This design comes from an exercise in tuning for small area, a short achievable clock period and few clock cycles per item on the open sky130 flow, not from production work. The RTL was checked by simulation tests, not by an equivalence proof against the original design.

`flow/config.mk`:
```
export PLATFORM = sky130hd
export DESIGN_NAME = ifft8_stream
export DESIGN_NICKNAME = ifft8_stream
export VERILOG_FILES = /design/flow/design.v
export SDC_FILE = /design/flow/constraint.sdc
export NUM_CORES = 4
export LEC_CHECK = 0
export CAP_MARGIN = 20
export CORE_MARGIN = 2
export CORE_UTILIZATION = 40
export SLEW_MARGIN = 20
```
`flow/constraint.sdc`:
```
create_clock -name core_clock -period 14.0 [get_ports {clk}]
set_input_delay 2.8000 -clock core_clock [delete_from_list [all_inputs] [get_ports {clk}]]
set_output_delay 2.8000 -clock core_clock [all_outputs]
set_load 0.01 [all_outputs]
```
`flow/design.v`:
```
package fft_pkg;
    localparam int FFT_DW = 16;
    localparam int FFT_TW = 16;
    typedef enum logic [1:0] {LOAD, COMPUTE, UNLOAD} state_t;
    typedef struct packed {
        logic signed [15:0] re;
        logic signed [15:0] im;
    } tw_q14_t;
    function automatic tw_q14_t ifft_twiddle(input logic [1:0] t);
        tw_q14_t w;
        case (t)
            2'd0:    w = {16'sd16384, 16'sd0};
            2'd1:    w = {16'sd11585, 16'sd11585};
            2'd2:    w = {16'sd0, 16'sd16384};
            default: w = {-16'sd11585, 16'sd11585};
        endcase
        ifft_twiddle = w;
    endfunction
    function automatic logic [2:0] bitrev3(input logic [2:0] k);
        bitrev3 = {k[0], k[1], k[2]};
    endfunction
endpackage
module fft_bfly #(
    parameter int DW = 16,
    parameter int TW = 16
) (
    input  logic signed [DW-1:0] a_re,
    input  logic signed [DW-1:0] a_im,
    input  logic signed [DW-1:0] b_re,
    input  logic signed [DW-1:0] b_im,
    input  logic signed [TW-1:0] w_re,
    input  logic signed [TW-1:0] w_im,
    output logic signed [DW-1:0] x_re,
    output logic signed [DW-1:0] x_im,
    output logic signed [DW-1:0] y_re,
    output logic signed [DW-1:0] y_im
);
    localparam int PW = DW + TW + 1;
    localparam int SW = DW + 2;
    localparam logic signed [PW-1:0] RND  = PW'(1) <<< (TW - 3);
    localparam logic signed [SW-1:0] SMAX = SW'(2 ** (DW - 1) - 1);
    localparam logic signed [SW-1:0] SMIN = SW'(-(2 ** (DW - 1)));
    function automatic logic signed [DW-1:0] half_sat(input logic signed [SW-1:0] s);
        logic signed [SW-1:0] h;
        h = s >>> 1;
        if (h > SMAX)      half_sat = DW'(SMAX);
        else if (h < SMIN) half_sat = DW'(SMIN);
        else               half_sat = DW'(h);
    endfunction
    logic signed [PW-1:0] prod_re, prod_im, rnd_re, rnd_im;
    logic signed [SW-1:0] p_re, p_im;
    always_comb begin
        prod_re = PW'(b_re) * PW'(w_re) - PW'(b_im) * PW'(w_im);
        prod_im = PW'(b_re) * PW'(w_im) + PW'(b_im) * PW'(w_re);
        rnd_re  = (prod_re + RND) >>> (TW - 2);
        rnd_im  = (prod_im + RND) >>> (TW - 2);
        p_re    = SW'(rnd_re);
        p_im    = SW'(rnd_im);
        x_re    = half_sat(SW'(a_re) + p_re);
        x_im    = half_sat(SW'(a_im) + p_im);
        y_re    = half_sat(SW'(a_re) - p_re);
        y_im    = half_sat(SW'(a_im) - p_im);
    end
endmodule
module ifft8_stream #(
    parameter int DW = fft_pkg::FFT_DW,
    parameter int TW = fft_pkg::FFT_TW
) (
    input  logic                 clk,
    input  logic                 rst,
    input  logic                 in_valid,
    output logic                 in_ready,
    input  logic signed [DW-1:0] in_re,
    input  logic signed [DW-1:0] in_im,
    output logic                 out_valid,
    input  logic                 out_ready,
    output logic signed [DW-1:0] out_re,
    output logic signed [DW-1:0] out_im,
    output logic                 out_last,
    output logic                 busy
);
    function automatic logic [15:0] hs(input logic [17:0] s);
        if (s[17] != s[16]) hs = s[17] ? 16'h8000 : 16'h7fff;
        else                hs = s[16:1];
    endfunction
    function automatic logic [63:0] csa(input logic [31:0] a, input logic [31:0] b,
                                        input logic [31:0] c);
        csa = {a ^ b ^ c, ((a & b) | (a & c) | (b & c)) << 1};
    endfunction
    function automatic logic [16:0] kmul(input logic [17:0] v, input logic k8191);
        logic [31:0] x, t13, t6, s1, c1, s2, c2, s3, c3, s4, c4, t;
        x   = {{14{v[17]}}, v};
        t13 = (x << 13) | 32'h1fff;
        t6  = (x << 6) | {31'd0, ~k8191};
        {s1, c1} = csa(t13, x << 11, x << 10);
        {s2, c2} = csa(x << 8, t6, x);
        {s3, c3} = csa(s1, c1, s2);
        {s4, c4} = csa(s3, c3, c2);
        t = s4 + c4;
        kmul = t[30:14];
    endfunction
    logic [31:0] inq;
    logic        v_q, in_ready_q, busy_q;
    logic [31:0] d0, d1, d2, d3;       
    logic [2:0]  fp;                   
    logic [2:0]  r;                    
    logic [32:0] p0;                   
    logic        pv0;
    logic [31:0] e0, e1;
    logic        te0, te1;             
    logic [2:0]  pos1;
    logic [31:0] p1;
    logic        pv1;
    logic [2:0]  posP;
    logic [16:0] pu, pv;
    logic        pmul, pP;
    logic [17:0] xop;                  
    logic        xk;                   
    logic [16:0] qu, qv, mu, mv;
    logic        qmul, pQ, pM;
    logic [31:0] g;
    logic        tg;
    logic [2:0]  pos2;
    logic [31:0] wq;
    logic        wvq;
    logic [31:0] sr0, sr1, sr2;
    logic        sv0, sv1, sv2, sl0, sl1, sl2;
    logic [2:0]  pos3;
    logic [32:0] oreg, skid;
    logic        ovalid, skid_valid;
    logic fill, step, consume, drain, blk1, blk2, go1, go2;
    assign fill    = ~fp[2];
    assign step    = ~skid_valid;
    assign consume = step & v_q;
    assign drain   = step & ~v_q & fill & (r != 3'd0);
    assign blk1    = pos1[1] & ~pv0;
    assign blk2    = pos2[0] & ~pM;
    assign go1     = step & ~blk1;
    assign go2     = step & ~blk2;
    logic [16:0] s0_sr, s0_si, s0_dr, s0_di, nrot;
    logic [32:0] s0_out;
    logic        s0_rot;
    always_comb begin
        s0_sr = {d3[31], d3[31:16]} + {inq[31], inq[31:16]};
        s0_si = {d3[15], d3[15:0]}  + {inq[15], inq[15:0]};
        s0_dr = {d3[31], d3[31:16]} - {inq[31], inq[31:16]};
        s0_di = {d3[15], d3[15:0]}  - {inq[15], inq[15:0]};
        s0_rot = (r == 3'd1) | (r == 3'd2);
        nrot   = 17'd0 - {d3[15], d3[15:0]};
        if (!fill)       s0_out = {s0_sr[16], s0_sr[16:1], s0_si[16:1]};
        else if (s0_rot) s0_out = {nrot, d3[31:16]};
        else             s0_out = {d3[31], d3};
    end
    logic [17:0] s1_sr, s1_dr;
    logic [16:0] s1_si, s1_di;
    logic [31:0] s1x, s1y;
    always_comb begin
        s1_sr = {{2{e1[31]}}, e1[31:16]} + {p0[32], p0[32:16]};
        s1_dr = {{2{e1[31]}}, e1[31:16]} - {p0[32], p0[32:16]};
        s1_si = {e1[15], e1[15:0]} + {p0[15], p0[15:0]};
        s1_di = {e1[15], e1[15:0]} - {p0[15], p0[15:0]};
        s1x = {s1_sr[16:1], s1_si[16:1]};
        s1y = {s1_dr[16:1], s1_di[16:1]};
    end
    logic        t1, t2, t3, n_mul;
    logic [16:0] re17, im17, ua, ub, va, vb;
    logic [17:0] usum, vsum;
    always_comb begin
        t2   = posP[0] & ~posP[2] & posP[1];
        t1   = posP[0] & posP[2] & ~posP[1];
        t3   = posP[0] & posP[2] & posP[1];
        n_mul = pv1 & (t1 | t3);
        re17 = {p1[31], p1[31:16]};
        im17 = {p1[15], p1[15:0]};
        ua   = t2 ? 17'd0 : re17;
        ub   = t1 ? ~im17 : ((t2 | t3) ? im17 : 17'd0);
        va   = (t1 | t2 | t3) ? re17 : im17;
        vb   = t1 ? im17 : (t3 ? ~im17 : 17'd0);
        usum = {ua, 1'b1} + {ub, t1};
        vsum = {va, 1'b1} + {vb, t3};
    end
    logic [16:0] kprod;
    always_comb kprod = kmul(xop, xk);
    logic        swp;
    logic [17:0] s2_sr, s2_dr, s2_si, s2_di;
    logic [15:0] h_sr, h_dr;
    logic [31:0] s2x, s2y, w2;
    logic        wv2;
    always_comb begin
        swp   = pos2[1];
        s2_sr = {{2{g[31]}}, g[31:16]} + {mu[16], mu};
        s2_dr = {{2{g[31]}}, g[31:16]} - {mu[16], mu};
        s2_si = {{2{g[15]}}, g[15:0]}  + {mv[16], mv};
        s2_di = {{2{g[15]}}, g[15:0]}  - {mv[16], mv};
        h_sr  = hs(s2_sr);
        h_dr  = hs(s2_dr);
        s2x = {swp ? h_dr : h_sr, hs(s2_si)};
        s2y = {swp ? h_sr : h_dr, hs(s2_di)};
        w2  = pos2[0] ? s2x : g;
        wv2 = pos2[0] ? pM : tg;
    end
    logic        direct;
    logic [31:0] ow, tw;
    logic        ov, ol, tv, tl, push;
    always_comb begin
        direct = wvq & ((pos3 == 3'd4) | (pos3 == 3'd6));
        ow = direct ? wq : sr2;
        ov = direct ? 1'b1 : sv2;
        ol = direct ? 1'b0 : sl2;
        tw = direct ? sr2 : wq;
        tv = direct ? sv2 : wvq;
        tl = direct ? sl2 : (wvq & (pos3 == 3'd7));
        push = step & ov;
    end
    logic take_ok, accept, v_q_d, skid_valid_d;
    always_comb begin
        take_ok      = ~ovalid | out_ready;
        accept       = in_valid & in_ready_q;
        v_q_d        = accept | (v_q & ~consume);
        skid_valid_d = take_ok ? 1'b0 : (skid_valid | push);
    end
    always_ff @(posedge clk) begin
        if (accept) inq <= {in_re, in_im};
        if (consume) begin
            d3 <= d2; d2 <= d1; d1 <= d0;
            d0 <= fill ? inq : {s0_dr[16:1], s0_di[16:1]};
        end else if (drain) begin
            if (r >= 3'd2) d3 <= d2;
            if (r >= 3'd3) d2 <= d1;
            if (r >= 3'd4) d1 <= d0;
        end
        if (step) begin
            p0   <= s0_out;
            p1   <= pos1[1] ? s1x : e1;
            pu   <= usum[17:1];
            pv   <= vsum[17:1];
            pmul <= n_mul;
            xop  <= n_mul ? {usum[17], usum[17:1]} : {pv[16], pv};
            xk   <= n_mul & t3;
            qu   <= pmul ? kprod : pu;
            qv   <= pv;
            qmul <= pmul;
            mu   <= qu;
            mv   <= qmul ? kprod : qv;
            wq   <= w2;
            sr2 <= sr1; sr1 <= sr0; sr0 <= tw;
        end
        if (go1 & (pv0 | te0)) e1 <= e0;
        if (go1 & pv0) e0 <= pos1[1] ? s1y : p0[31:0];
        if (go2 & pM) g <= pos2[0] ? s2y : {mu[15:0], mv[15:0]};
        if (take_ok) oreg <= skid_valid ? skid : {ol, ow};
        else if (push) skid <= {ol, ow};
    end
    always_ff @(posedge clk or posedge rst) begin
        if (rst) begin
            v_q <= 1'b0; in_ready_q <= 1'b1; busy_q <= 1'b0;
            fp <= '0; r <= '0; pv0 <= 1'b0;
            te0 <= 1'b0; te1 <= 1'b0; pos1 <= '0; pv1 <= 1'b0;
            posP <= '0; pP <= 1'b0; pQ <= 1'b0; pM <= 1'b0;
            tg <= 1'b0; pos2 <= '0; wvq <= 1'b0;
            sv0 <= 1'b0; sv1 <= 1'b0; sv2 <= 1'b0;
            sl0 <= 1'b0; sl1 <= 1'b0; sl2 <= 1'b0;
            pos3 <= '0;
            ovalid <= 1'b0; skid_valid <= 1'b0;
        end else begin
            v_q        <= v_q_d;
            in_ready_q <= ~(v_q_d & skid_valid_d);
            busy_q     <= v_q_d & skid_valid_d;
            skid_valid <= skid_valid_d;
            if (take_ok) ovalid <= skid_valid | push;
            if (consume) begin
                fp <= fp + 3'd1;
                if (fp == 3'd7)          r <= 3'd4;
                else if (r != 3'd0)      r <= r - 3'd1;
            end else if (drain) begin
                r <= r - 3'd1;
            end
            if (step) begin
                pv0  <= fill ? (r != 3'd0) : v_q;
                pv1  <= pos1[1] ? pv0 : te1;
                pP   <= pv1;
                if (pv1) posP <= posP + 3'd1;
                pQ   <= pP;
                pM   <= pQ;
                wvq  <= wv2;
                sv2 <= sv1; sv1 <= sv0; sv0 <= tv;
                sl2 <= sl1; sl1 <= sl0; sl0 <= tl;
                if (wvq) pos3 <= pos3 + 3'd1;
            end
            if (go1) begin
                te1 <= te0;
                te0 <= pv0 & pos1[1];
                if (pv0) pos1 <= pos1 + 3'd1;
            end
            if (go2) begin
                tg <= pM & pos2[0];
                if (pM) pos2 <= pos2 + 3'd1;
            end
        end
    end
    assign in_ready  = in_ready_q;
    assign busy      = busy_q;
    assign out_valid = ovalid;
    assign out_last  = oreg[32];
    assign out_re    = oreg[31:16];
    assign out_im    = oreg[15:0];
endmodule
```
`flow/flow/run.sh`:
```
#!/bin/bash
# The standard layout, with timing repair aiming 7 ns beyond the required setup slack.
bash standard.sh SETUP_SLACK_MARGIN=7 finish > standard.log 2>&1
```
`flow/standard.sh`:
```
#!/bin/bash
# synth_recipe.tcl (not shown) runs the flow's synth.tcl, then flattens the netlist and writes it again
# the make line also repeats each setting of config.mk as NAME=value (left out here)
make -C /OpenROAD-flow-scripts/flow DESIGN_CONFIG=/design/flow/config.mk WORK_HOME=/design/flow/orfs CLKGATE_MAP_FILE= SYNTH_SCRIPT=/design/flow/synth_recipe.tcl "${@:-finish}"
```
==> results of run 1 <==
per-layer routing:
| metal | vias to the layer above | share of wire, % | wire length (µm) | global-route usage (%) |
|---|---|---|---|---|
| met5 | - | 0 | 0 | 0 |
| met4 | 0 | 2.6 | 2224 | 5.081 |
| met3 | 113 | 2.7 | 2344 | 2.126 |
| met2 | 345 | 49 | 42460 | 29.82 |
| met1 | 12010 | 46 | 39320 | 22.75 |
| li1 | 12320 | - | - | - |
registers in the layout, indices dropped and copies added, names as in the netlist, 32 cells and up:
register and flops:
e1 32, d3 32, inq 32, d2 32, skid 33, wq 32, oreg 33, d0 32
g 32, d1 32, p0 33, sr1 32, p1 32, e0 32, sr0 32, sr2 32
cells in the mapped netlist (11+ instances only):
cell | instances | area share [%]
nor2_1 | 270 | 2.6
mux2_2 | 169 | 4.9
and2_1 | 31 | 0.50
a211oi_1 | 33 | 0.63
xor2_1 | 53 | 1.2
o22ai_1 | 14 | 0.22
nor3_1 | 68 | 0.87
buf_1 | 13 | 0.12
edfxtp_1 | 637 | 49
nand2b_1 | 26 | 0.42
o211ai_1 | 16 | 0.31
a21o_1 | 36 | 0.69
inv_1 | 273 | 2.6
nand2_1 | 211 | 2.0
clkbuf_1 | 98 | 0.94
or2_2 | 11 | 0.18
fa_1 | 73 | 3.7
a21oi_1 | 239 | 3.1
nand3b_1 | 11 | 0.21
dfrtp_1 | 35 | 2.2
ha_1 | 276 | 8.8
mux2i_1 | 40 | 1.0
nor4_1 | 11 | 0.18
and3_1 | 21 | 0.34
o31ai_1 | 16 | 0.31
o21bai_1 | 47 | 0.90
xnor2_1 | 175 | 3.9
o21a_1 | 17 | 0.33
nor2b_1 | 30 | 0.48
o221ai_1 | 18 | 0.40
nand3_1 | 53 | 0.68
o21ai_0 | 170 | 2.2
or3_1 | 18 | 0.29
a31oi_1 | 13 | 0.21
through the flow:
step | util (%) | area [µm²] | hold slack (ns)
2_1_floorplan | - | 39140 | 0.4003
3_3_place_gp | 42.59 | 41250 | 0.4003
3_5_place_dp | 42.59 | 41250 | 0.4045
4_1_cts | 45.13 | 43710 | 0.3974
5_1_grt | 45.13 | 43710 | 0.4065
6_report | 45.13 | 43710 | 0.4065
cell type report:
class	instances	area, µm²
sequential	673	20040
clock inverter	39	493.0
multi-input combinational	2313	17650
fill	8829	53140
inverter	277	1047
timing repair buffer	96	910.9
clock buffer	94	1966
tap	1276	1597
cell families after synthesis:
logic type      synth area share (%)
flops                          51.18
simple gates                   9.226
compound gates                 12.12
buf+inv                        3.932
fa+ha+maj                      12.56
mux                            5.885
xor+xnor                       5.102
worst max-delay path by stage:
| stage | endpoint |
|---|---|
| 2_1_floorplan | skid[0] |
| 3_3_place_gp | mv[14] |
| 3_5_place_dp | qu[14] |
| 4_1_cts | qu[14] |
| 5_1_grt | mv[15] |
| 6_report | qu[14] |
critical path, delay by kind of cell, from the launching register on:
family / cells / cell delay (ns)
multiplexers: 1 / 0.28
XOR/XNOR: 1 / 0.19
AND/OR/NAND/NOR: 2 / 0.34
flip-flops: 1 / 0.57
adder cells (fa/ha/maj): 4 / 1.84
AO/OA/AOI/OAI: 6 / 1.70
==> metrics.cfg, run 1 <==
[routing]
first_pass_iters=5
drc=0
viasPerCell=5.199
drtIter0Drc=1703
num_vias=24790
ant_nets=0
routedWlPerCell_um=18.11
wl_um=86350

[worst_hold_path]
min_path_type=reg -> reg
hold_start=sr0[9]
hold_path_end=sr1[9]
holdPathStages=0

[global_route]
grt_max_degree=191
grt_first_pass_wirelength_um=137300
grt_pass1_vias=24940
track_usage_pct=17.27
grt_overflow=0
antenna_found_initial=1

[timing]
slew_violations=0
min_period_over_period_pct=37.09
finalSetupTns_ns=0
fin_crit_ns=5.193
finalHoldViolCount=0
fin_skew_ns=0.02805
slew_headroom_pct=30.35
rsz0062_at_grt=no
tightest_slew_ns=1.045
timing.fmax_mhz=192.6
fin_ws_ns=8.807
setup_violations=0

[place]
pre_cts_ws_ns=8.849
gp_congestion=0.8491
dp.cells=4635
dpl.hpwl_um=61300
portBuffers=71

[layout]
final_common_cell=edfxtp_1
drive_above_1_share_pct=10.34
fin_cells=4768
fin_nets=3819
final_cell_mix=edfxtp_1, ha_1, inv_1, nor2_1, a21oi_1
area_growth_pct=11.67
num_antenna_cells=0

[synth]
synth_edf_count=637
yosysWarnings=1
netlist_instances=3387
synth_cell_type_count=94
ys.flop_type=edfxtp_1
yosysSeqAreaShare_pct=51.18
async_flop_share_pct=5.349
syn-num-nets=3772
syn_area_um2=39140
ys_seq_elements=673
avgSynthCellArea_um2=11.56

[worst_setup_path]
r2r_end=qu[14]
slowest_stage=fa_1
crit_fanout=6
r2r-start=xop[12]
critPathLaunch=xop[12]
worstPathArrival_ns=5.55
cp-start-kind=flip-flop
crit_chain=fa_1 > fa_1 > fa_1 > ha_1 > a211oi_1 > nand2_1 > nor4_1 > a21oi_1 > a31oi_4 > o21ai_2 > a311oi_2 > o21ai_0 > xor2_1 > mux2_2
worstSetupEndpointType=flip-flop
cpMostUsedCell=fa_1
worstSetupPathType=reg -> reg
r2r_cells=14
cp_slowest_stage_delay_ns=0.58
crit_required_ns=14.36
reg2reg_setup_slack_ns=8.81

[cts]
cts_resized=0
cts_max_path_buffers=3
cts_sinks=673
htreeDepth=3
cts_tree=done
clk_latency_ns=0.64
numCtsBuffers=73
postCtsSetupRepairBufs=0
cts_root_buffer=clkbuf_16
hold_buffers=0
clk_pin_slew_ns=0.06

[floorplan]
rows=114
start_util_pct=40.41
num_io_pins=72
die_area_um2=100400
core_um2=96850
die_w_um=316.8
die_y_um=316.8

[status]
status=no timing/DRC/antenna violations

[run]
cap_violations=0

Testbench counts, summed over its fixed seeds: cycles 4,240, frames 512.
==> inputs of run 2 (changes only) <==
==> flow/flow/run.sh (replaced) <==
#!/bin/bash
# The standard layout, with timing repair aiming 12 ns beyond the required setup slack.
bash standard.sh SETUP_SLACK_MARGIN=12 finish > standard.log 2>&1
==> run 2 against run 1 <==
  * Via count grew 11%
  * Die area did not move
  * Synthesized area stayed put
  * Sequential share of layout area fell by 7.5 points
  * Clock skew rose by 0.011 ns
  * Highest routed layer unchanged
==> metrics.cfg, run 2 <==
[floorplan]
die_y_um=316.8
die_area_um2=100400
core_um2=96850
rows=114
start_util_pct=40.41
die_w_um=316.8
num_io_pins=72

[synth]
ys_top_cells_by_count=edfxtp_1, ha_1, inv_1
yosysSeqAreaShare_pct=51.18
yosysMostFrequentCell=edfxtp_1
avgSynthCellArea_um2=11.56
synth_edf_count=637
ys.flop_type=edfxtp_1
yosysWarnings=1
synth.area.top_cells=edfxtp_1, ha_1, mux2_2
yosysTopAreaCellShare_pct=48.87
syn_area_um2=39140
syn-num-nets=3772
synth_area_leader_cell=edfxtp_1
async_flop_share_pct=5.349
ys_seq_elements=673
synth_cell_type_count=94
netlist_instances=3387

[timing]
tightest_slew_ns=1.066
setup_violations=0
min_period_over_period_pct=31.78
fin_skew_ns=0.03893
slew_headroom_pct=28.92
slew_violations=0
rsz0062_at_grt=yes
finalSetupTns_ns=0
finalHoldViolCount=0
fin_ws_ns=9.551
fin_crit_ns=4.449
timing.fmax_mhz=224.8

[layout]
drive_above_1_share_pct=35.36
final_cell_mix=edfxtp_1, buf_4, inv_1, nor2_1, ha_1
fin_cells=5199
utilization_pct=53.91
num_antenna_cells=0
fin_nets=4250
area_growth_pct=33.41
top_regs=oreg: 33 flops, p0: 33 flops, skid: 33 flops
final_common_cell=edfxtp_1

[cts]
clk_latency_ns=0.65
clk_pin_slew_ns=0.07
cts_sinks=673
cts_tree=done
htreeDepth=3
cts_root_buffer=clkbuf_16
numCtsBuffers=75
cts_max_path_buffers=3

[status]
status=no timing/DRC/antenna violations

[worst_setup_path]
r2r_cells=14
cp_slowest_stage_delay_ns=0.56
worstSetupPathType=reg -> reg
crit_chain=fa_1 > fa_1 > fa_1 > ha_4 > a211oi_2 > nand2_1 > nor4_4 > a21oi_4 > a31oi_4 > o21ai_4 > a311oi_4 > o21bai_1 > xor2_1 > mux2_4
reg2reg_setup_slack_ns=9.55
worstSetupEndpointType=flip-flop
crit_required_ns=14.38
cp-start-kind=flip-flop
worstPathArrival_ns=4.83
slowest_stage=fa_1
r2r-start=xop[4]
crit_fanout=5
r2r_end=qu[12]
cpMostUsedCell=fa_1

[routing]
drtIter0Drc=1983
routedWlPerCell_um=20.01
ant_nets=0
wl_met3_um=3781
maxUsedRoutingLayer=met4
wl_um=104000
wl_met2_um=51840
first_pass_iters=5
drc=0
wl_met1_um=45210
viasPerCell=5.316
num_vias=27640

[place]
portBuffers=71
dp.cells=4629
dpl.hpwl_um=62160
pre_cts_ws_ns=9.002
gp_congestion=0.8482

[global_route]
track_usage_pct=20.17
grt_pass1_vias=27370
grt_max_degree=98
grt_first_pass_wirelength_um=157800
antenna_found_initial=0
grt_overflow=0

[run]
cap_violations=0

[worst_hold_path]
hold_start=e0[5]
holdPathStages=0
hold_path_end=e1[5]
min_path_type=reg -> reg

-- run 2: cell count changes in the layout (fill, tap and decap cells not counted), sizes merged, moves of 2 or more --
cell           previous run  this run
buf                      25       505
and2                     31        33
inv                     282       277
clkbuf                   94       109
clkdlybuf4s50            71         0
nand2b                   26        30
clkinvlp                  3         6
clkinv                   25        22
bufbuf                    0         3
-- run 2: repair_timing --
item / in CTS / in global routing
gates resized for setup: 828 / 265
buffers inserted: 269 / 126
endpoints found under the setup margin: 944 / 570
pin swaps: 228 / 190
hold buffers: 0 / 0
cloned: 35 / 5
-- run 2: final cells by class --
cell class | count | area [µm²]
Fill cell | 7946 | 44640
Clock buffer | 103 | 2083
Sequential cell | 673 | 20040
Clock inverter | 32 | 436.7
Inverter | 277 | 1085
Timing Repair Buffer | 514 | 5435
Timing Repair inverter | 2 | 16.27
Tap cell | 1276 | 1597
Multi-Input combinational cell | 2322 | 21520
-- run 2: kinds of logic (layout without fill, tap and decap cells) --
| group | after synthesis | in the layout | synth area share (%) |
|---|---|---|---|
| AO/OA/AOI/OAI | 741 | 742 | 12.12 |
| XOR/XNOR | 228 | 228 | 5.102 |
| adder cells (fa/ha/maj) | 349 | 349 | 12.56 |
| flip-flops | 673 | 673 | 51.18 |
| AND/OR/NAND/NOR | 786 | 794 | 9.226 |
| multiplexers | 209 | 209 | 5.885 |
| buffers and inverters | 401 | 928 | 3.932 |
-- run 2: worst max-delay path by stage --
stage	startpoint	endpoint	depth (start not counted)
2_1_floorplan	out_ready	skid[0]	2
3_3_place_gp	xop[16]	mv[13]	13
3_5_place_dp	xop[16]	mv[13]	13
4_1_cts	xop[6]	mv[13]	14
5_1_grt	xop[4]	mv[12]	14
6_report	xop[4]	qu[12]	14
-- run 2: metal layers --
metal,GRT usage (%),vias to the layer above
met5,0,-
met4,6.432,0
met3,2.322,161
met2,34.74,602
met1,26.54,13650
li1,-,13220
-- run 2: worst max-delay path, delay by kind of cell, from the launching register on --
family | cells | cell delay (ns)
adder cells (fa/ha/maj) | 4 | 1.72
AND/OR/NAND/NOR | 2 | 0.40
flip-flops | 1 | 0.50
XOR/XNOR | 1 | 0.17
multiplexers | 1 | 0.27
AO/OA/AOI/OAI | 6 | 1.11
-- run 2: metrics by stage --
step	hold WS (ns)	cell area, µm²
final	0.3976	52210
after global routing	0.4102	52210
after CTS	0.3979	49950
after detailed placement	0.4045	42170
after global placement	0.4006	42170
after floorplan	0.4003	40310
==> inputs of run 3 (changes only) <==
==> flow/flow/run.sh (replaced) <==
#!/bin/bash
# The standard layout, with timing repair aiming 10 ns beyond the required setup slack.
bash standard.sh SETUP_SLACK_MARGIN=10 finish > standard.log 2>&1
==> run 3 against run 2 <==
  * Still clean
  * Design area decreased by 14%
  * Die area did not move
  * Register-to-register slack improved by 0.06 ns
  * Final cell count is 6.8% lower
  * Clock skew decreased by 0.0051 ns
  * Wire length is 15% lower
  * Critical endpoint is now mv[12]
  * Highest routed layer unchanged
==> metrics.cfg, run 3 <==
[synth]
synthMuxAreaShare_pct=5.885
ys_seq_elements=673
syn-num-nets=3772
synth.area.top_cells=edfxtp_1, ha_1, mux2_2
async_flop_share_pct=5.349
ys_top_cells_by_count=edfxtp_1, ha_1, inv_1
synth_top_family_by_area=adder cells
yosysWarnings=1
synth_area_leader_cell=edfxtp_1
synthAdderAreaFrac_pct=12.56
synth_compound_area_share_pct=12.12
netlist_instances=3387
yosysTopAreaCellShare_pct=48.87
synth_xor_area_share_pct=5.102
synth_edf_count=637
ys.flop_type=edfxtp_1
syn_area_um2=39140
synth-simple-area-share_pct=9.226
yosysSeqAreaShare_pct=51.18
avgSynthCellArea_um2=11.56
synth_cell_type_count=94
yosysMostFrequentCell=edfxtp_1

[worst_setup_path]
crit_required_ns=14.37
worstSetupEndpointType=flip-flop
critPathLaunch=xop[13]
worstSetupPathType=reg -> reg
r2r_cells=15
crit_fanout=5
cp-start-kind=flip-flop
worstPathArrival_ns=4.76
r2r-start=xop[13]

[timing]
timing.fmax_mhz=227.7
setup_violations=0
min_period_over_period_pct=31.37
finalHoldViolCount=0
fin_skew_ns=0.03386
rsz0062_at_grt=yes
finalSetupTns_ns=0
tightest_slew_ns=1.068
fin_crit_ns=4.391
slew_violations=0
slew_headroom_pct=28.81
holdWs_ns=0.4003

[worst_hold_path]
holdPathStages=0
hold_start=sr1[11]
min_path_type=reg -> reg

[routing]
first_pass_iters=7
num_vias=25210
viasPerCell=5.202
wl_um=88050
ant_nets=0
drtIter0Drc=1875
drc=0
routedWlPerCell_um=18.17

[place]
dpl.hpwl_um=61070
dp.cells=4630
gp_congestion=0.8852
portBuffers=71

[layout]
top_regs=oreg: 33 flops, p0: 33 flops, skid: 33 flops
final_common_cell=edfxtp_1
utilization_pct=46.35
final_cell_mix=edfxtp_1, ha_1, nor2_1, inv_1, a21oi_1
area_growth_pct=14.70
fin_cells=4846
drive_above_1_share_pct=15.91
fin_nets=3894
fillers=8763
num_antenna_cells=0

[floorplan]
die_w_um=316.8
core_um2=96850
rows=114
die_y_um=316.8
num_io_pins=72
die_area_um2=100400
start_util_pct=40.41

[global_route]
track_usage_pct=17.42
grt_max_degree=188
grt_overflow=0
antenna_found_initial=0
grt_first_pass_wirelength_um=138400
grt_pass1_vias=24830

[cts]
cts_max_path_buffers=3
cts_tree=done
hold_buffers=0
numCtsBuffers=74
clk_latency_ns=0.65
cts_sinks=673
clk_pin_slew_ns=0.06
cts_root_buffer=clkbuf_16
htreeDepth=3

[status]
status=no timing/DRC/antenna violations

[run]
cap_violations=0

run 3: cell counts after synthesis:
Identical to the previous run, type by type.
run 3: area by class of cell:
class / count / area (µm²) / share of cell area, %
well taps: 1276 / 1597 / 3.556
flip-flops and latches: 673 / 20050 / 44.65
repair buffers: 169 / 1364 / 3.038
clock inverters: 56 / 635.6 / 1.416
inverters: 277 / 1050 / 2.338
multi-input cells: 2314 / 18310 / 40.79
clock buffers: 81 / 1888 / 4.206
run 3: timing repair:
item                                    in CTS  in global routing
pin swaps                                   26                 24
gates resized for setup                    245                 49
gates cloned                                 1                  0
setup buffers                               57                 20
endpoints found under the setup margin     161                114
hold endpoints to repair                     0                  0
run 3: per-layer routing:
layer / GRT usage, % / vias up / part of all wire, %
met2: 29.67 / 384 / 49
met1: 23.17 / 12240 / 46
met4: 4.964 / 0 / 2.6
met3: 2.426 / 126 / 3.1
li1: - / 12460 / -
met5: 0 / - / 0
run 3: worst paths after layout:
| kind | to | slack (ns) |
|---|---|---|
| worst max register to register | mv[12] | 9.61 |
| worst min register to register | sr2[11] | 0.40 |
| min in group asynchronous | pos1[0] | 2.65 |
| max in group asynchronous | fp[2] | 10.64 |
| worst min-delay path | sr2[11] | 0.40 |
| worst max-delay path | mv[12] | 9.61 |
run 3: cells by family after synthesis:
family          Yosys count
compound gates          741
xor+xnor                228
fa+ha+maj               349
buf+inv                 401
flops                   673
mux                     209
simple gates            786
run 3: stage by stage:
step	area, µm²	worst slack [ns]
final	44890	9.609
after global routing	44890	9.445
after CTS	44520	9.628
after detailed placement	41280	8.975
after global placement	41280	9.125
after floorplan	39230	9.520
run 3: worst max-delay path, cell delays in order (launching register included):
cell and delay (ns):
edfxtp_1 0.48, buf_6 0.17, fa_1 0.45, fa_1 0.55, fa_2 0.43, ha_1 0.23, a21o_1 0.22, nor4_2 0.25
a21oi_2 0.13, a31oi_4 0.22, o21ai_4 0.09, a311oi_4 0.22, buf_6 0.17, o21bai_1 0.08, xor2_1 0.16, mux2_2 0.27
==> inputs of run 4 (changes only) <==
--- a/flow/design.v
+++ b/flow/design.v
@@ -222,2 +222,4 @@
     always_ff @(posedge clk) begin
+        in_ready_q <= ~(v_q_d & skid_valid_d);
+        busy_q     <= v_q_d & skid_valid_d;
         if (accept) inq <= {in_re, in_im};
@@ -255,3 +257,3 @@
         if (rst) begin
-            v_q <= 1'b0; in_ready_q <= 1'b1; busy_q <= 1'b0;
+            v_q <= 1'b0;
             fp <= '0; r <= '0; pv0 <= 1'b0;
@@ -266,4 +268,2 @@
             v_q        <= v_q_d;
-            in_ready_q <= ~(v_q_d & skid_valid_d);
-            busy_q     <= v_q_d & skid_valid_d;
             skid_valid <= skid_valid_d;
==> run 4 against run 3 <==
  * Largest cell class unchanged
  * Clock skew down 0.013 ns
  * Wire length up 4.0%
  * First-iteration DRC count down 0.43%
  * Utilization up 0.16 points
==> metrics.cfg, run 4 <==
[worst_setup_path]
crit_fanout=5
cp_slowest_stage_delay_ns=0.54
crit_required_ns=14.35
reg2reg_setup_slack_ns=9.71
cpMostUsedCell=fa_1
r2r-start=xop[16]
slowest_stage=fa_1
crit_chain=buf_12 > fa_1 > inv_1 > fa_1 > inv_1 > fa_1 > ha_4 > inv_2 > nor2_1 > nor2_2 > o21ai_2 > o21ai_4 > o21a_2 > o31ai_4 > xor2_2 > mux2_4
worstSetupEndpointType=flip-flop
cp-start-kind=flip-flop
critPathLaunch=xop[16]
r2r_cells=16
worstSetupPathType=reg -> reg
worstPathArrival_ns=4.65
r2r_end=mv[11]
endpoint=mv[11]

[synth]
ys_seq_elements=673
synthMuxAreaShare_pct=5.757
netlist_instances=3461
ys_top_cells_by_count=edfxtp_1, ha_1, a21oi_1
synth_compound_area_share_pct=12.58
yosysMostFrequentCell=edfxtp_1
async_flop_share_pct=5.052
synth_edf_count=637
synthAdderAreaFrac_pct=12.53
synth_xor_area_share_pct=5.358
synth_cell_type_count=80
synth_area_leader_cell=edfxtp_1
ys.flop_type=edfxtp_1
synth_top_family_by_area=compound AO/OA/AOI/OAI gates
yosysTopAreaCellShare_pct=48.36
yosysWarnings=1
synth-simple-area-share_pct=9.353
avgSynthCellArea_um2=11.43
syn_area_um2=39560
yosysSeqAreaShare_pct=50.61
syn-num-nets=3846
synth.area.top_cells=edfxtp_1, ha_1, mux2_2

[cts]
cts_root_buffer=clkbuf_16
clk_pin_slew_ns=0.06
numCtsBuffers=72
cts_max_path_buffers=3
clk_latency_ns=0.62
htreeDepth=3
cts_sinks=673
hold_buffers=0
cts_tree=done

[global_route]
antenna_found_initial=0
grt_overflow=0
grt_pass1_vias=25730
grt_first_pass_wirelength_um=143500
track_usage_pct=17.65
grt_max_degree=165

[timing]
rsz0062_at_grt=yes
finalSetupTns_ns=0
finalHoldViolCount=0
fin_crit_ns=4.292
slew_violations=0
fin_skew_ns=0.02075
timing.fmax_mhz=233.0
setup_violations=0
slew_headroom_pct=22.88
tightest_slew_ns=1.157
min_period_over_period_pct=30.66
fin_ws_ns=9.708

[routing]
num_vias=26070
drtIter0Drc=1867
wl_um=91550
viasPerCell=5.299
first_pass_iters=6
routedWlPerCell_um=18.61
ant_nets=0
drc=0

[place]
pre_cts_ws_ns=9.219
dpl.hpwl_um=63140
gp_congestion=0.8883
dp.cells=4695
portBuffers=71

[worst_hold_path]
min_path_type=reg -> reg
holdPathStages=0

[floorplan]
die_w_um=318.5
num_io_pins=72
rows=115
start_util_pct=40.31
die_y_um=318.5
core_um2=98130
die_area_um2=101400

[layout]
final_cell_mix=edfxtp_1, nor2_1, ha_1, a21oi_1, inv_1
fin_cells=4919
drive_above_1_share_pct=16.72
top_regs=oreg: 33 flops, p0: 33 flops, skid: 33 flops
area_growth_pct=15.38
final_common_cell=edfxtp_1
fin_nets=3956
fillers=8910

[status]
status=no timing/DRC/antenna violations

[run]
cap_violations=0

==> run 4: cell count changes after synthesis, sizes merged, moves of 11 or more <==
cell	delta
a31oi	+18
nor2b	+21
a21oi	+31
xor2	+11
clkbuf	+26
nand3	-13
inv	-25
o21ai	+21
nor3	-15
==> run 4: cell families (layout without fill, tap and decap cells) <==
| family | count (synthesis) | in the layout |
|---|---|---|
| adders and majority gates | 353 | 353 |
| buffers and inverters | 399 | 567 |
| DFF | 673 | 673 |
| xor gates and xnor gates | 242 | 242 |
| muxes | 206 | 206 |
| other | 0 | 1 |
| AOI/OAI and AO/OA | 803 | 804 |
| and+or+nand+nor | 785 | 786 |
==> run 4: worst min path at each step <==
stage,start,to,slack [ns]
6_report,sr1[13],sr2[13],0.40
5_1_grt,e0[1],e1[1],0.41
4_1_cts,sr1[13],sr2[13],0.40
3_5_place_dp,d1[3],d2[3],0.40
3_3_place_gp,d1[29],d2[29],0.40
2_1_floorplan,d0[0],d1[0],0.40
==> run 4: layout make-up <==
type                            count  area [µm²]  share of cell area [%]
Antenna cell                        1       2.502                0.005483
Clock buffer                       88        1956                   4.285
Clock inverter                     46       540.5                   1.184
Inverter                          253       963.4                   2.111
Multi-Input combinational cell   2391       19010                   41.65
Sequential cell                   673       20040                   43.90
Tap cell                         1287        1610                   3.528
Timing Repair Buffer              180        1521                   3.334
==> run 4: worst max-delay path, delay by kind of cell (launching register included) <==
family	cells	cell delay, ns
compound gates	4	0.77
xor+xnor	1	0.13
fa+ha+maj	4	1.84
buf+inv	4	0.35
flops	1	0.45
mux	1	0.27
simple gates	2	0.21
==> run 4: stage by stage <==
| stage | area [µm²] | util (%) | hold slack (ns) |
|---|---|---|---|
| after floorplan | 39680 | - | 0.4003 |
| after global placement | 41710 | 42.50 | 0.4003 |
| after detailed placement | 41710 | 42.50 | 0.4045 |
| after CTS | 45040 | 45.89 | 0.3977 |
| after global routing | 45640 | 46.51 | 0.4112 |
| final | 45640 | 46.51 | 0.4028 |
==> run 4: timing repair <==
action,4_1_cts,5_1_grt
pin swaps,41,60
gates resized for setup,261,80
setup buffers,58,27
setup endpoints to repair,162,142
gates cloned,2,1
==> run 4: layer usage <==
layer / global-route usage [%] / vias to the layer above / routed length [µm]
met5: 0 / - / 0
met3: 2.359 / 138 / 3055
met2: 30.74 / 503 / 45490
met4: 4.739 / 0 / 2157
met1: 23.08 / 12670 / 40840
li1: - / 12750 / -
Testbench counts of run 4, summed over its fixed seeds: cycles 4,240, frames 512.
==> inputs of run 5 (changes only) <==
==> flow/flow/run.sh (replaced) <==
#!/bin/bash
# The standard layout; timing repair aims 10 ns beyond the required setup
# slack and works on the worst 10% of endpoints.
bash standard.sh SETUP_SLACK_MARGIN=10 TNS_END_PERCENT=10 finish > standard.log 2>&1
==> run 5 against run 4 <==
  * Design area is 1.2% lower
  * Fmax is 2.1% higher
  * Sequential share of layout area is 0.50 points higher
  * Count of clock-buffer cells in the layout is 13 higher
  * Clock skew hardly changed
  * Critical path type unchanged
  * Register-to-register slack better by 0.09 ns
  * Global-route usage is 0.22 points lower
  * Worst setup slack better by 0.089 ns
  * Hold slack hardly changed
  * Synthesized cell count stayed put
  * Synthesized area stayed put
  * Highest routed layer unchanged
==> metrics.cfg, run 5 <==
[routing]
num_vias=25910
routedWlPerCell_um=18.28
drtIter0Drc=1784
ant_nets=0
viasPerCell=5.277
first_pass_iters=5
drc=0
wl_um=89740

[synth]
ys.flop_type=edfxtp_1
syn_area_um2=39560
synth_cell_type_count=80
ys_top_cells_by_count=edfxtp_1, ha_1, a21oi_1
synth.area.top_cells=edfxtp_1, ha_1, mux2_2
yosysMostFrequentCell=edfxtp_1
yosysSeqAreaShare_pct=50.61
synth_area_leader_cell=edfxtp_1
ys_seq_elements=673
async_flop_share_pct=5.052
yosysWarnings=1
synth_edf_count=637
yosysTopAreaCellShare_pct=48.36
avgSynthCellArea_um2=11.43
syn-num-nets=3846
netlist_instances=3461

[timing]
timing.fmax_mhz=237.9
finalSetupTns_ns=0
setup_violations=0
rsz0062_at_grt=yes
min_period_over_period_pct=30.02
tightest_slew_ns=1.045
fin_skew_ns=0.02055
slew_violations=0
fin_crit_ns=4.203
holdWs_ns=0.4028
finalHoldViolCount=0
slew_headroom_pct=30.34

[worst_hold_path]
hold_start=sr1[11]
min_path_type=reg -> reg
holdPathStages=0
hold_path_end=sr2[11]

[layout]
num_antenna_cells=0
utilization_pct=45.97
drive_above_1_share_pct=13.91
seqCellArea_um2=20030
final_common_cell=edfxtp_1
fin_nets=3949
area_growth_pct=14.04
top_regs=oreg: 33 flops, p0: 33 flops, skid: 33 flops
fillers=8937
multi_input_area_um2=18680
final_cell_mix=edfxtp_1, nor2_1, a21oi_1, ha_1, inv_1

[floorplan]
die_w_um=318.5
die_y_um=318.5
core_um2=98130
start_util_pct=40.31
num_io_pins=72
die_area_um2=101400
rows=115

[place]
portBuffers=71
dpl.hpwl_um=63070
gp_congestion=0.8801

[worst_setup_path]
reg2reg_setup_slack_ns=9.80
worstSetupEndpointType=flip-flop
cp-start-kind=flip-flop
r2r_cells=15
crit_required_ns=14.37
r2r_end=qu[11]
worstPathArrival_ns=4.57
worstSetupPathType=reg -> reg
crit_fanout=5
r2r-start=xop[16]

[cts]
cts_max_path_buffers=3
cts_tree=done
clk_latency_ns=0.63
cts_sinks=673
cts_root_buffer=clkbuf_16
htreeDepth=3
numCtsBuffers=74
hold_buffers=0
clk_pin_slew_ns=0.06

[global_route]
use_met1_pct=23.32
use_met2_pct=29.68
track_usage_pct=17.44
grt_busiest_layer=met2
antenna_found_initial=0
grtUsageMet3_pct=1.838
grt_max_degree=165
grt_first_pass_wirelength_um=142000
grt_overflow=0
grt_pass1_vias=25500

[status]
status=no timing/DRC/antenna violations

[run]
cap_violations=0

## run 5: cell types whose count changed in the layout (fill, tap and decap cells not counted), sizes merged
cell,change
dlygate4sd2,+34
clkbuf,+12
bufinv,-8
nand2b,-1
diode,-1
clkinv,-4
clkdlybuf4s15,+2
buf,-43
inv,-3
clkinvlp,+2
## run 5: logic make-up after synthesis
| logic type | after synthesis | synth area share [%] |
|---|---|---|
| muxes | 206 | 5.757 |
| buffers and inverters | 399 | 3.818 |
| adders and majority gates | 353 | 12.53 |
| and+or+nand+nor | 785 | 9.354 |
| AOI/OAI and AO/OA | 803 | 12.58 |
| xor gates and xnor gates | 242 | 5.358 |
| DFF | 673 | 50.61 |
## run 5: repair_timing
item / in CTS / in global routing
pin swaps: 44 / 14
buffers inserted: 57 / 19
endpoints found under the hold margin: 0 / 0
gates resized for setup: 156 / 28
cloned: 1 / 0
setup endpoints to repair: 155 / 181
## run 5: worst max path at each step
stage / from / to / depth (start not counted)
floorplan: out_ready / skid[0] / 2
global placement: xop[16] / qu[16] / 15
detailed placement: xop[16] / mv[16] / 15
CTS: xop[16] / mv[16] / 16
global route: xop[8] / mv[11] / 15
finish: xop[16] / qu[11] / 15
## run 5: layer usage
layer / wire length [µm] / up-vias
met5: 0 / -
met4: 2551 / 0
met3: 2834 / 130
met2: 43540 / 493
met1: 40810 / 12530
li1: - / 12750
## run 5: through the flow
stage                     instances  cell area (µm²)  setup WS [ns]
after floorplan                3461            39570          8.850
after global placement         4696            41610          9.033
after detailed placement       4697            41640          8.972
after CTS                      4889            44830          9.839
after global routing           4909            45110          9.663
final                          4909            45110          9.797
## run 5: critical path: stages, from the launching register on
cell      delay, ns
edfxtp_1       0.45
buf_4          0.19
inv_4          0.08
fa_2           0.47
fa_2           0.56
inv_2          0.04
fa_2           0.55
ha_4           0.23
a21oi_1        0.24
nor2b_1        0.08
o21ai_0        0.18
nand2b_1       0.14
a21oi_2        0.20
o31ai_4        0.10
xor2_1         0.16
mux2_2         0.27
## run 5: layout make-up
type	count	share of cell area, %
Inverter	253	2.136
Clock buffer	101	4.441
Timing Repair Buffer	172	3.362
Clock inverter	33	0.6657
Tap cell	1287	3.570
Multi-Input combinational cell	2390	41.42
Sequential cell	673	44.41
==> inputs of run 6 (changes only) <==
==> flow/flow/run.sh (replaced) <==
#!/bin/bash
# The standard layout with larger clock-sink clusters (fewer clock buffers);
# timing repair aims 10 ns beyond the required setup slack and works on the
# worst 5% of endpoints.
bash standard.sh SETUP_SLACK_MARGIN=10 TNS_END_PERCENT=5 CTS_CLUSTER_SIZE=25 CTS_CLUSTER_DIAMETER=150 finish > standard.log 2>&1
==> run 6 against run 5 <==
  * Synthesized cell count is the same
  * Fmax shrank 2.1%
  * Count of clock-buffer cells in the layout shrank 45
  * Die area is the same
  * Via count shrank 1.1%
  * Hold slack gained 0.0061 ns
==> metrics.cfg, run 6 <==
[floorplan]
die_area_um2=101400
die_y_um=318.5
rows=115
num_io_pins=72
core_um2=98130
start_util_pct=40.31
die_w_um=318.5

[worst_setup_path]
crit_chain=buf_4 > buf_4 > fa_1 > fa_1 > fa_1 > ha_1 > or2_2 > a21oi_2 > o21ai_4 > o21ai_4 > o21a_1 > buf_4 > xnor2_1 > mux2_2
cp_slowest_stage_delay_ns=0.52
crit_fanout=4
cp_num_buf_inv=3
worstPathArrival_ns=4.69
worstSetupEndpointType=flip-flop
crit_required_ns=14.40
worstSetupPathType=reg -> reg
slowest_stage=fa_1
cp-start-kind=flip-flop
critPathTopFamily=adder cells

[worst_hold_path]
min_path_type=reg -> reg

[cts]
cts_max_path_buffers=3
htreeDepth=1
cts_sinks=673
cts_tree=done
clk_latency_ns=0.64
clk_pin_slew_ns=0.11
numCtsBuffers=30
cts_root_buffer=clkbuf_16

[global_route]
use_met2_pct=28.96
use_met1_pct=23.02
grt_first_pass_wirelength_um=139300
grt_pass1_vias=25030
grt_max_degree=165
grtUsageMet3_pct=1.456
grt_overflow=0
track_usage_pct=17.00
grt_busiest_layer=met2
antenna_found_initial=0

[routing]
drc=0
viasPerCell=5.300
wl_um=88650
drtIter0Drc=1817
num_vias=25620
ant_nets=0
first_pass_iters=5
routedWlPerCell_um=18.34

[layout]
final_common_cell=edfxtp_1
final_cell_mix=edfxtp_1, nor2_1, ha_1, a21oi_1, inv_1
drive_above_1_share_pct=12.12
fin_nets=3908
seqCellArea_um2=20040
num_antenna_cells=0
fillers=9058
multi_input_area_um2=18610
area_growth_pct=10.30
top_regs=oreg: 33 flops, p0: 33 flops, skid: 33 flops
fin_cells=4834

[place]
portBuffers=71
gp_congestion=0.8801
dp.cells=4697
dpl.hpwl_um=63070

[timing]
fin_skew_ns=0.01716
timing.fmax_mhz=233.0
fin_crit_ns=4.291
rsz0062_at_grt=yes
tightest_slew_ns=1.111
slew_violations=0
min_period_over_period_pct=30.65
finalSetupTns_ns=0
slew_headroom_pct=25.94
setup_violations=0
finalHoldViolCount=0

[synth]
syn_area_um2=39560
yosysSeqAreaShare_pct=50.61
ys_top_cells_by_count=edfxtp_1, ha_1, a21oi_1
async_flop_share_pct=5.052
yosysWarnings=1
avgSynthCellArea_um2=11.43
netlist_instances=3461
yosysTopAreaCellShare_pct=48.36
synth_cell_type_count=80
syn-num-nets=3846
synth_edf_count=637
ys_seq_elements=673
synth_area_leader_cell=edfxtp_1
yosysMostFrequentCell=edfxtp_1
synth.area.top_cells=edfxtp_1, ha_1, mux2_2
ys.flop_type=edfxtp_1

[run]
cap_violations=0

[status]
status=no timing/DRC/antenna violations

==> run 6: cell type report <==
class | count | share of cell area [%]
repair buffers | 175 | 3.513
flip-flops and latches | 673 | 45.92
well taps | 1287 | 3.691
multi-input cells | 2390 | 42.65
inverters | 253 | 2.208
clock buffers | 56 | 2.016
==> run 6: worst register-to-register path: cells and delay by family (launching register included) <==
family	cells	cell delay (ns)
simple gates	1	0.35
xor+xnor	1	0.08
fa+ha+maj	4	1.75
compound gates	4	0.72
flops	1	0.42
mux	1	0.31
buf+inv	3	0.43
==> run 6: path summary, 6_finish.rpt <==
path	startpoint	endpoint	slack (ns)	cells after the start
worst max-delay path	xop[2]	mv[6]	9.71	14
max in group asynchronous	rst	fp[2]	10.43	2
min in group asynchronous	rst	pQ	2.88	2
worst min register to register	d2[5]	d3[5]	0.41	0
worst min-delay path	d2[5]	d3[5]	0.41	0
worst max register to register	xop[2]	mv[6]	9.71	14
==> run 6: through the flow <==
stage               area, µm²  setup slack, ns  util, %  hold WS, ns
finish                  43630            9.709    44.46       0.4089
global route            43630            9.581    44.46       0.4209
CTS                     43310            9.837    44.13       0.4165
detailed placement      41640            8.972    42.43       0.4045
global placement        41610            9.033    42.40       0.4004
floorplan               39570            8.850        -       0.4003
==> run 6: repair_timing <==
item | CTS | global route
resized for setup | 138 | 35
pin swaps | 29 | 24
setup buffers | 59 | 21
setup endpoints to repair | 157 | 183
gates cloned | 1 | 0
hold buffers | 0 | 0
==> run 6: per-layer routing <==
metal	vias to the layer above	wire length, µm
li1	12620	-
met1	12410	40670
met2	463	42540
met3	129	2452
met4	0	2987
met5	-	0
==> run 6: logic make-up after synthesis <==
kind of cell,Yosys count,synth area share (%)
XOR/XNOR,242,5.358
multiplexers,206,5.757
adder cells (fa/ha/maj),353,12.53
AND/OR/NAND/NOR,785,9.354
AO/OA/AOI/OAI,803,12.58
buffers and inverters,399,3.818
flip-flops,673,50.61
==> inputs of run 7 (changes only) <==
--- a/flow/config.mk
+++ b/flow/config.mk
@@ -7,2 +7,3 @@
 export LEC_CHECK = 0
+export ABC_AREA = 1
 export CAP_MARGIN = 20
==> run 7 against run 6 <==
  * Global-route usage grew 2.8 points
  * Register-to-register slack gained 0.32 ns
  * Wire length grew 21%
  * First-iteration DRC count grew 48%
  * Still clean
==> metrics.cfg, run 7 <==
[layout]
final_cell_mix=nand2_1, edfxtp_1, inv_1, o21ai_0, a21oi_1
area_growth_pct=8.209
num_antenna_cells=0
top_regs=oreg: 33 flops, p0: 33 flops, skid: 33 flops
fin_nets=5037
fillers=10180
final_common_cell=nand2_1
fin_cells=6057
utilization_pct=43.47
drive_above_1_share_pct=6.243

[synth]
yosysWarnings=1
ys.flop_type=edfxtp_1
yosysMostFrequentCell=nand2_1
synth_edf_count=637
netlist_instances=4624
ys_seq_elements=673
async_flop_share_pct=5.052
syn_area_um2=41400
yosysSeqAreaShare_pct=48.36
syn-num-nets=5009
synth.area.top_cells=edfxtp_1, nand2_1, ha_1
synth_area_leader_cell=edfxtp_1
avgSynthCellArea_um2=8.953
ys_top_cells_by_count=nand2_1, edfxtp_1, inv_1
synth_cell_type_count=58
yosysTopAreaCellShare_pct=46.21

[run]
cap_violations=0

[worst_setup_path]
reg2reg_setup_slack_ns=10.03
r2r_cells=15
critPathLaunch=oreg[20]
cp_num_buf_inv=1
worstSetupEndpointType=primary output
crit_required_ns=11.20
r2r_end=qu[1]
crit_chain=clkdlybuf4s15_2
cp-start-kind=flip-flop
slowest_stage=edfxtp_1
crit_cells=1
worstPathArrival_ns=1.27
crit_fanout=1
endpoint=out_re[4]
cp_slowest_stage_delay_ns=0.38
r2r-start=xop[4]
critPathTopFamily=flip-flops
worstSetupPathType=reg -> out

[timing]
slew_headroom_pct=32.43
fin_crit_ns=4.066
min_period_over_period_pct=29.04
finalSetupTns_ns=0
timing.fmax_mhz=245.9
slew_violations=0
fin_ws_ns=9.934
finalHoldViolCount=0
fin_skew_ns=0.01906
setup_violations=0
rsz0062_at_grt=yes
tightest_slew_ns=1.004

[routing]
num_vias=30970
wl_um=106900
first_pass_iters=5
routedWlPerCell_um=17.64
ant_nets=0
viasPerCell=5.113
drc=0
drtIter0Drc=2682

[place]
portBuffers=71
dpl.hpwl_um=80290
dp.cells=5956
pre_cts_ws_ns=9.313
gp_congestion=0.9313

[cts]
cts_tree=done
htreeDepth=1
hold_buffers=0
numCtsBuffers=31
cts_max_path_buffers=3
clk_latency_ns=0.66
cts_sinks=673
cts_root_buffer=clkbuf_16
clk_pin_slew_ns=0.11

[global_route]
grt_pass1_vias=29850
grt_overflow=0
track_usage_pct=19.79
grt_first_pass_wirelength_um=168200
antenna_found_initial=0
grt_max_degree=97

[floorplan]
num_io_pins=72
core_um2=103100
start_util_pct=40.17
die_y_um=325.7
die_w_um=325.7
rows=118
die_area_um2=106100

[worst_hold_path]
min_path_type=reg -> reg

[status]
status=no timing/DRC/antenna violations

## run 7: cell count changes after synthesis, sizes merged, moves of 35 or more
cell,before,now
mux2,172,1
o21ai,202,378
a211oi,43,4
xnor2,178,12
nor2,272,308
nand3,41,306
nand2,205,1182
clkbuf,124,89
a21oi,272,316
inv,250,571
nor2b,51,0
buf,21,56
## run 7: worst min path at each step
| stage | startpoint | end | slack (ns) | cells past startpoint |
|---|---|---|---|---|
| floorplan | d0[0] | d1[0] | 0.40 | 0 |
| global placement | d1[7] | d2[7] | 0.40 | 0 |
| detailed placement | d0[14] | d1[14] | 0.40 | 0 |
| CTS | d2[20] | d3[20] | 0.42 | 0 |
| global route | d1[7] | d2[7] | 0.43 | 0 |
| finish | d2[20] | d3[20] | 0.41 | 0 |
## run 7: final cells by class
| cell class | count | area (µm²) | area share [%] |
|---|---|---|---|
| Sequential cell | 673 | 20020 | 44.70 |
| Multi-Input combinational cell | 3231 | 18830 | 42.03 |
| Inverter | 575 | 2173 | 4.852 |
| Tap cell | 1380 | 1727 | 3.854 |
| Timing Repair Buffer | 139 | 1127 | 2.517 |
| Clock buffer | 54 | 872.1 | 1.947 |
| Clock inverter | 4 | 41.29 | 0.09217 |
| Timing Repair inverter | 1 | 5.005 | 0.01117 |
## run 7: cells by family (layout without fill, tap and decap cells)
| family | Yosys count | after routing | synth area share (%) |
|---|---|---|---|
| and+or+nand+nor | 1916 | 1916 | 19.39 |
| AOI/OAI and AO/OA | 865 | 865 | 11.37 |
| buffers and inverters | 720 | 773 | 6.873 |
| DFF | 673 | 673 | 48.36 |
| adders and majority gates | 349 | 349 | 11.87 |
| xor gates and xnor gates | 100 | 100 | 2.116 |
| muxes | 1 | 1 | 0.02720 |
## run 7: what timing repair did
item                                    in CTS  in global routing
gates cloned                                 0                  1
buffers inserted                            26                 15
endpoints found under the setup margin      64                133
pin swaps                                    0                  8
gates resized for setup                    133                 57
## run 7: stage by stage
stage / area [µm²] / hold slack, ns
2_1_floorplan: 41410 / 0.4003
3_3_place_gp: 43420 / 0.4005
3_5_place_dp: 43420 / 0.4045
4_1_cts: 44430 / 0.4173
5_1_grt: 44800 / 0.4271
6_report: 44800 / 0.4093
## run 7: routing by layer
| metal | vias up | GRT usage [%] | wire length, µm |
|---|---|---|---|
| met2 | 647 | 35.64 | 53380 |
| met1 | 14590 | 25.78 | 47140 |
| met3 | 128 | 1.486 | 3394 |
| li1 | 15600 | - | - |
| met5 | - | 0 | 0 |
| met4 | 0 | 4.829 | 2936 |
==> inputs of run 8 (changes only) <==
==> flow/flow/run.sh (replaced) <==
#!/bin/bash
# The standard layout with larger clock-sink clusters (fewer clock buffers);
# timing repair aims 10 ns beyond the required setup slack and works on the
# worst 10% of endpoints.
bash standard.sh SETUP_SLACK_MARGIN=10 TNS_END_PERCENT=10 CTS_CLUSTER_SIZE=25 CTS_CLUSTER_DIAMETER=150 finish > standard.log 2>&1
--- a/flow/config.mk
+++ b/flow/config.mk
@@ -7,3 +7,2 @@
 export LEC_CHECK = 0
-export ABC_AREA = 1
 export CAP_MARGIN = 20
==> run 8 against run 7 <==
  * Fmax is 4.2% lower
  * Wire length shrank 17%
  * Via count is 18% lower
  * Largest cell class unchanged
  * Highest routed layer unchanged
  * Synthesized cell count down 25%
==> metrics.cfg, run 8 <==
[layout]
multi_input_area_um2=18600
fin_nets=3905
final_cell_mix=edfxtp_1, nor2_1, ha_1, a21oi_1, inv_1
final_common_cell=edfxtp_1
top_regs=oreg: 33 flops, p0: 33 flops, skid: 33 flops
num_antenna_cells=0
fillers=9067
seqCellArea_um2=20040
drive_above_1_share_pct=12.08
fin_cells=4831
area_growth_pct=10.23

[cts]
htreeDepth=1
cts_tree=done
cts_root_buffer=clkbuf_16
hold_buffers=0
clk_pin_slew_ns=0.10
cts_sinks=673
cts_max_path_buffers=3
numCtsBuffers=30
clk_latency_ns=0.64

[worst_setup_path]
cp_num_buf_inv=2
cp-start-kind=flip-flop
reg2reg_setup_slack_ns=9.76
crit_fanout=6
slowest_stage=edfxtp_1
cp_slowest_stage_delay_ns=0.57
r2r_cells=15
worstSetupEndpointType=flip-flop
worstSetupPathType=reg -> reg
crit_chain=fa_1 > inv_1 > fa_1 > inv_1 > fa_1 > ha_4 > a21oi_4 > nor2b_1 > o21ai_1 > o211ai_1 > a21oi_1 > o21ai_2 > a31o_2 > xnor2_2 > mux2_4
crit_required_ns=14.39
cpMostUsedCell=fa_1
critPathLaunch=xop[13]
r2r_end=mv[16]
crit_cells=15
critPathTopFamily=adder cells
worstPathArrival_ns=4.64
r2r-start=xop[13]

[timing]
timing.fmax_mhz=235.6
finalSetupTns_ns=0
slew_headroom_pct=27.23
slew_violations=0
tightest_slew_ns=1.092
setup_violations=0
fin_skew_ns=0.01751
fin_crit_ns=4.245
rsz0062_at_grt=yes
min_period_over_period_pct=30.32
finalHoldViolCount=0

[place]
dp.cells=4697
portBuffers=71
gp_congestion=0.8801
dpl.hpwl_um=63070

[synth]
yosysTopAreaCellShare_pct=48.36
ys_top_cells_by_count=edfxtp_1, ha_1, a21oi_1
ys_seq_elements=673
synth.area.top_cells=edfxtp_1, ha_1, mux2_2
synth_edf_count=637
yosysMostFrequentCell=edfxtp_1
ys.flop_type=edfxtp_1
async_flop_share_pct=5.052
synth-simple-area-share_pct=9.353
synthMuxAreaShare_pct=5.757
synth_top_family_by_area=compound AO/OA/AOI/OAI gates
netlist_instances=3461
syn-num-nets=3846
syn_area_um2=39560
synthAdderAreaFrac_pct=12.53
avgSynthCellArea_um2=11.43
synth_cell_type_count=80
synth_compound_area_share_pct=12.58
yosysWarnings=1
yosysSeqAreaShare_pct=50.61
synth_area_leader_cell=edfxtp_1
synth_xor_area_share_pct=5.358

[floorplan]
num_io_pins=72
rows=115
die_y_um=318.5
start_util_pct=40.31
die_area_um2=101400
die_w_um=318.5
core_um2=98130

[worst_hold_path]
hold_start=d2[4]
min_path_type=reg -> reg
holdPathStages=0
hold_path_end=d3[4]

[routing]
drc=0
ant_nets=0
wl_um=88430
routedWlPerCell_um=18.30
first_pass_iters=5
num_vias=25530
viasPerCell=5.285
drtIter0Drc=1874

[run]
cap_violations=0

[global_route]
grt_overflow=0
grt_max_degree=165
antenna_found_initial=0
grt_first_pass_wirelength_um=139300
track_usage_pct=16.99
grt_pass1_vias=25040

[status]
status=no timing/DRC/antenna violations

==> run 8: cell types whose count changed in the layout (fill, tap and decap cells not counted), moves of 37 or more <==
cell,previous run,this run
a21oi_1,299,259
inv_1,549,237
mux2_2,1,168
nand2_1,1140,202
nand2_2,39,2
nand3_1,296,40
nor2b_1,0,46
o21ai_0,362,186
xnor2_1,12,176
==> run 8: what timing repair did <==
action	CTS	global route
resized for setup	140	33
pin swaps	29	16
buffers inserted	59	18
setup endpoints to repair	157	183
endpoints found under the hold margin	0	0
cloned	1	0
==> run 8: kinds of logic (layout without fill, tap and decap cells) <==
kind of cell | after synthesis | after routing
AND/OR/NAND/NOR | 785 | 785
AO/OA/AOI/OAI | 803 | 804
multiplexers | 206 | 206
buffers and inverters | 399 | 481
XOR/XNOR | 242 | 242
flip-flops | 673 | 673
adder cells (fa/ha/maj) | 353 | 353
==> run 8: final cells by class <==
type,instances,area share [%]
multi-input cells,2390,42.66
repair buffers,172,3.464
flip-flops and latches,673,45.95
inverters,253,2.210
clock buffers,56,2.017
well taps,1287,3.693
==> run 8: through the flow <==
step                      setup WS (ns)  hold WS (ns)  instance area, µm²  util (%)
after floorplan                   8.850        0.4003               39570         -
after global placement            9.033        0.4004               41610     42.40
after detailed placement          8.972        0.4045               41640     42.43
after CTS                         9.837        0.4165               43320     44.15
after global routing              9.627        0.4209               43600     44.43
final                             9.755        0.4100               43600     44.43
==> run 8: how the worst max path moves through the flow <==
stage                   end  slack [ns]
floorplan           skid[0]        8.85
global placement     qu[16]        9.03
detailed placement   mv[16]        8.97
CTS                  mv[16]        9.84
global route         qu[11]        9.63
finish               mv[16]        9.76
==> run 8: layer usage <==
| metal | track usage [%] | vias to the layer above | routed length (µm) |
|---|---|---|---|
| met5 | 0 | - | 0 |
| met4 | 5.224 | 0 | 2926 |
| met3 | 1.437 | 121 | 2527 |
| met2 | 28.98 | 456 | 42530 |
| met1 | 23.02 | 12360 | 40440 |
| li1 | - | 12600 | - |

-- afterwards: timing with drivers on the ports --
No port has a modelled driver above. Below, the same layouts with a new extraction and two added sets of constraints. Step 1 assumes that a clkbuf_16 drives the clock port and a buf_2 every other input. Step 2 also shifts input and output timing later by t, the mid clock arrival at the registers, as if the neighbouring blocks saw the same clock. Slacks: no drivers / after step 1 / after step 2; pairs: no drivers / after step 1.
| run | t (ns) | setup slack, ns | slew at the worst register clock pin (ns) |
|---|---|---|---|
| run 1 | 0.693 | 8.807 / 8.807 / 8.807 | 0.07 / 0.07 |
| run 2 | 0.700 | 9.551 / 9.551 / 9.551 | 0.07 / 0.07 |
| run 3 | 0.699 | 9.609 / 9.609 / 9.421 | 0.07 / 0.07 |
| run 4 | 0.675 | 9.708 / 9.708 / 9.445 | 0.07 / 0.07 |
| run 5 | 0.685 | 9.797 / 9.797 / 9.284 | 0.06 / 0.06 |
| run 6 | 0.697 | 9.709 / 9.709 / 9.284 | 0.11 / 0.11 |
| run 7 | 0.712 | 9.934 / 9.869 / 9.345 | 0.11 / 0.11 |
| run 8 | 0.699 | 9.755 / 9.755 / 9.272 | 0.11 / 0.11 |
After both steps every run listed still meets setup and hold. The setup slack of run 7, which loses most, moves by -0.065 ns with the drivers and by -0.589 ns with both steps.
